Source: an optimization exercise on an open RTL-to-GDS flow (aim: small area, a short achievable clock period and few clock cycles per item). Production flows keep margins and buffers that such runs may drop.
Function was checked by simulation only, so behaviour that the tests miss may differ from the original.
Power is estimated from default activity; no workload was simulated.

Design mvm_top, start of the top module:
module mvm_top (
	input  logic           clk,
	input  logic           reset,
	input  logic           load_matrix,
	input  logic           load_vector,
	input  logic           start,
	input  mvm_pkg::elem_t data_in,
	output logic           done,
	output mvm_pkg::acc_t  data_out
);
	logic [mvm_pkg::ROWS-1:0] row_ins;
	logic                     vec_ins;
	logic [mvm_pkg::PH_W-1:0] x_sel;
	logic                     x_valid;
	logic                     rd_go;
	logic                     m_first;
	logic                     m_live;
	mvm_pkg::elem_t           data_q;
	mvm_pkg::elem_t           x_src;
	mvm_pkg::elem_t           x_ring_q;
	logic [9:0]               xm1, xm2, xm3, xn1, xn2;
	logic [9:0]               x_ext;
	logic [mvm_pkg::RING-1:0][mvm_pkg::DATA_W-1:0] x_slot;
	mvm_pkg::acc_t [mvm_pkg::ROWS-1:0] acc_s;
	mvm_pkg::acc_t [mvm_pkg::ROWS-1:0] acc_c;
	mvm_sequencer seq_i (
		.clk        (clk),
		.reset      (reset),
		.load_matrix(load_matrix),
		.load_vector(load_vector),
		.start      (start),
		.row_ins    (row_ins),
		.vec_ins    (vec_ins),
		.x_sel      (x_sel),
		.x_valid    (x_valid),
		.m_first    (m_first),
		.m_live     (m_live),
		.rd_go      (rd_go),
		.done       (done)
	);
	word_ram #(
		.WIDTH(mvm_pkg::DATA_W),
		.DEPTH(mvm_pkg::RING)
	) vec_ring_i (
		.clk  (clk),
		.ins  (vec_ins),
		.wdata(data_in),
		.slot (x_slot)
	);
	always_ff @(posedge clk) begin
		data_q <= data_in;
	end
	always_ff @(posedge clk) begin
		x_ring_q <= mvm_pkg::elem_t'(x_slot[x_sel]);
	end
	assign x_src = vec_ins ? data_in : x_ring_q;
	assign x_ext = 10'(x_src);
	always_ff @(posedge clk) begin
		xm1 <= x_valid ? x_ext : '0;
		xn1 <= x_valid ? -x_ext : '0;
		xm3 <= x_valid ? x_ext + (x_ext << 1) : '0;
	end
  ...
clock: 6.5 ns
lec_check: 0
abc_area: 1
cap_margin: 20
core_margin: 2
core_utilization: 60
cts_cluster_diameter: 100
cts_cluster_size: 24
setup_slack_margin: 3.6
slew_margin: 20
run.sh (not shown) runs the stock make flow with config.mk's settings and CLKGATE_MAP_FILE= SYNTH_SCRIPT=/design/flow/synth_recipe.tcl, a recipe that flattens the netlist after the stock synthesis.
Testbench counts at the start, summed over its fixed seeds: cycles 10,104, items 192.
Then changed:
CORE_UTILIZATION = 56   (was 60)
Effect: Register-to-register slack got worse by 0.07 ns; non-clock buffer count came out higher by 11; count of clock-buffer cells in the layout came out lower by 4; sequential share of layout area stays flat; via count came out higher by 0.56%.
Then changed:
ABC_AREA = 0   (was 1)
ABC_CLOCK_PERIOD_IN_PS = 3000   (was default)
CORE_UTILIZATION = 50   (was 56)
SETUP_SLACK_MARGIN = 3.4   (was 3.6)
Via count falls by 9.5%.
First-iteration DRC count is lower by 28%.
Clock power went up by 4.5%.
Cell count falls by 4.3%.
Core utilization came out lower by 6.9 points.
Routed wire length fell by about 6%.
Clock-buffer cell count grows by 11.
Then changed:
ABC_AREA = 1   (was 0)
ABC_CLOCK_PERIOD_IN_PS = default   (was 3000)
CTS_CLUSTER_DIAMETER = 80   (was 100)
CTS_CLUSTER_SIZE = 26   (was 24)
After rerunning:
- The changed run completed with no timing, DRC or antenna violations
- count of clock-buffer cells in the layout increases by 5
- cell count went up by 7.2%
- via count went up by 7.6%
- routed wire length rose by 1.3%
- worst hold slack barely changes
- worst setup slack loses 0.020 ns
Then changed:
CTS_CLUSTER_DIAMETER = 100   (was 80)
CTS_CLUSTER_SIZE = 24   (was 26)
SETUP_SLACK_MARGIN = 3.6   (was 3.4)
TNS_END_PERCENT = 10   (was default)
=> Die area does not change. Maximum frequency hardly moves. Count of clock-buffer cells in the layout came out lower by 12.

alpha:
mvm_top, a different RTL version from the one above (not shown whole).
For scale: roughly 8400 cells after synthesis, about 2900 flip-flops, ~30 I/O pins, about 96000 sq um of cells after synthesis.
clock: 6.5 ns
lec_check: 0
abc_area: 1
cap_margin: 20
core_margin: 2
core_utilization: 50
cts_cluster_diameter: 100
cts_cluster_size: 24
setup_slack_margin: 3.7
slew_margin: 20
Per the final summary, alpha finished and its layout is clean on timing, DRC and antenna.
Testbench counts of alpha, summed over its fixed seeds: cycles 10,104, items 192.
Setup changes, alpha to beta
# alpha
export LEC_CHECK = 0
export ABC_AREA = 1
export CAP_MARGIN = 20
export CORE_MARGIN = 2
export CORE_UTILIZATION = 50
export CTS_CLUSTER_DIAMETER = 100
export CTS_CLUSTER_SIZE = 24
export SETUP_SLACK_MARGIN = 3.7
export SLEW_MARGIN = 20
create_clock -name core_clock -period 6.5 [get_ports {clk}]
# beta
export LEC_CHECK = 0
export ABC_AREA = 1
export CAP_MARGIN = 20
export CORE_MARGIN = 2
export CORE_UTILIZATION = 50
export CTS_CLUSTER_DIAMETER = 100
export CTS_CLUSTER_SIZE = 24
export SETUP_SLACK_MARGIN = 3.6
export SLEW_MARGIN = 20
create_clock -name core_clock -period 6.5 [get_ports {clk}]
## What came out
- Compared with alpha, in beta clock network power share higher, post-route core utilization lower, number of setup buffers added after CTS lower, worst setup margin roughly the same.
- Going from alpha to beta, routed wire length down 11000 um; time the worst path needs with I/O delays and setup stayed essentially flat; sequential share of layout area +1.6 points; total global-route track usage decreased 0.86 points; worst reg-to-reg path cell count lower.

## JK
Another version of the RTL of mvm_top (not shown whole).
Size in the first run: about 7,600 cells after synthesis, ~30 I/O pins, about 99,000 sq um of cells after synthesis.
==> flow/config.mk <==
export PLATFORM = sky130hd
export DESIGN_NAME = mvm_top
export DESIGN_NICKNAME = mvm_top
export VERILOG_FILES = /design/flow/design.v
export SDC_FILE = /design/flow/constraint.sdc
export NUM_CORES = 4
export LEC_CHECK = 0
export ABC_AREA = 0
export ABC_CLOCK_PERIOD_IN_PS = 3000
export CAP_MARGIN = 20
export CORE_MARGIN = 2
export CORE_UTILIZATION = 50
export CTS_BUF_LIST = sky130_fd_sc_hd__clkbuf_4 sky130_fd_sc_hd__clkbuf_8
export SETUP_SLACK_MARGIN = 3.3
export SLEW_MARGIN = 20
==> flow/constraint.sdc <==
create_clock -name core_clock -period 6.5 [get_ports {clk}]
set_input_delay 1.3000 -clock core_clock [delete_from_list [all_inputs] [get_ports {clk}]]
set_output_delay 1.3000 -clock core_clock [all_outputs]
set_load 0.01 [all_outputs]
The final report for JK shows a completed flow and a layout that fails verification, specifically antenna rules.
Testbench counts of JK, summed over its fixed seeds: cycles 10,104, items 192.
> inputs changed (JK -> MS)
Settings: SETUP_SLACK_MARGIN now 3.2, was 3.3; CTS_BUF_LIST no longer set, was sky130_fd_sc_hd__clkbuf_4 sky130_fd_sc_hd__clkbuf_8.
Notes after the runs:
- Every stage of the flow completed for MS, and the final layout passed the timing, DRC and antenna checks.
- Master of the slowest instance on the critical path: sky130_fd_sc_hd__ha_4 -> MS, sky130_fd_sc_hd__mux4_2 -> JK
- Row hold slack: MS higher / JK lower
- From JK to MS the numbers moved as follows: depth of the worst register-to-register path went down by 7, area growth from synthesis to layout +0.32 points, number of placed I/O pins held steady, worst setup slack lower.
- Routability congestion estimate on MS is down relative to JK.
- MS vs. JK: clock buffer count shows a reduction of about 40%; power spent charging and discharging nets shows no meaningful change.
- The termination of the worst setup path comes out res_i.data_out[9] in one run and xm3[7] in the other, namely in MS and JK respectively.
Inputs modified between MS and AL:
Settings: a change of ABC_AREA from 0 to 1; a deleted ABC_CLOCK_PERIOD_IN_PS that had been 3000.
### Flow results
MS and AL all finish clean.
MS -> AL: routed length per placed instance decreased by a little under 10%
MS ended up with fewer cell instances than AL did.
Count of inverters other than clock inverters in the layout (AL vs. MS) increases by more than 100%
Summary — met3 global-route usage, AL relative to MS: higher, by 0.95 points.
Looking at utilization across MS and AL, the one that comes out higher is MS.
AL ends up with a data arrival time at the worst-slack endpoint that is 0.05 ns higher than in MS.
Summary of AL over MS: wire length after detailed routing dropped 3900 microns; wire length of the first global-routing pass was more or less identical; post-route standard cell area excluding fillers has decreased; share of post-route cells with drive strength above 1 saw a decrease.
End of the critical path = res_i.data_out[15]: AL; end of the critical path = res_i.data_out[9]: MS

==> static timing again, ports no longer ideal <==
Ports are ideal in the flow. The routed layouts listed here were re-timed in OpenROAD.
Step 1: set_driving_cell puts a clkbuf_16 on clk and a buf_2 on each other input, an assumption about the parent block.
Step 2 adds t to the input delays and takes it off the output delays; t is the mean of the earliest and latest rising clock arrival at the registers after step 1. Input paths then give back, and output paths get back, about the clock's delay inside the block.
a / b / c = ideal ports / drivers / drivers and shift; a / b = the first two.
| run | shift t [ns] | setup slack, ns | worst hold slack (ns) |
|---|---|---|---|
| the first run of note 1 | 0.910 | 3.560 / 3.560 / 2.913 | 0.309 / 0.309 / 0.309 |
| the second run of note 1 | 0.927 | 3.486 / 3.486 / 2.905 | 0.297 / 0.297 / 0.297 |
| the third run of note 1 | 0.946 | 3.404 / 3.404 / 2.747 | 0.308 / 0.308 / 0.308 |
| the fourth run of note 1 | 0.931 | 3.384 / 3.384 / 2.965 | 0.307 / 0.307 / 0.307 |
| the fifth run of note 1 | 0.944 | 3.387 / 3.356 / 2.900 | 0.297 / 0.297 / 0.297 |
| alpha | 0.938 | 3.466 / 3.466 / 2.888 | 0.298 / 0.298 / 0.298 |
| beta | 0.939 | 3.464 / 3.464 / 2.875 | 0.299 / 0.299 / 0.299 |
| JK | 1.160 | 3.269 / 3.269 / 2.659 | 0.249 / 0.249 / 0.249 |
| MS | 1.004 | 3.153 / 3.153 / 2.628 | 0.262 / 0.262 / 0.262 |
| AL | 1.018 | 3.163 / 3.163 / 2.778 | 0.294 / 0.294 / 0.294 |
For the third run of note 1, which loses most, drivers alone change the setup slack by 0.000 ns; drivers and shift together by -0.657 ns.
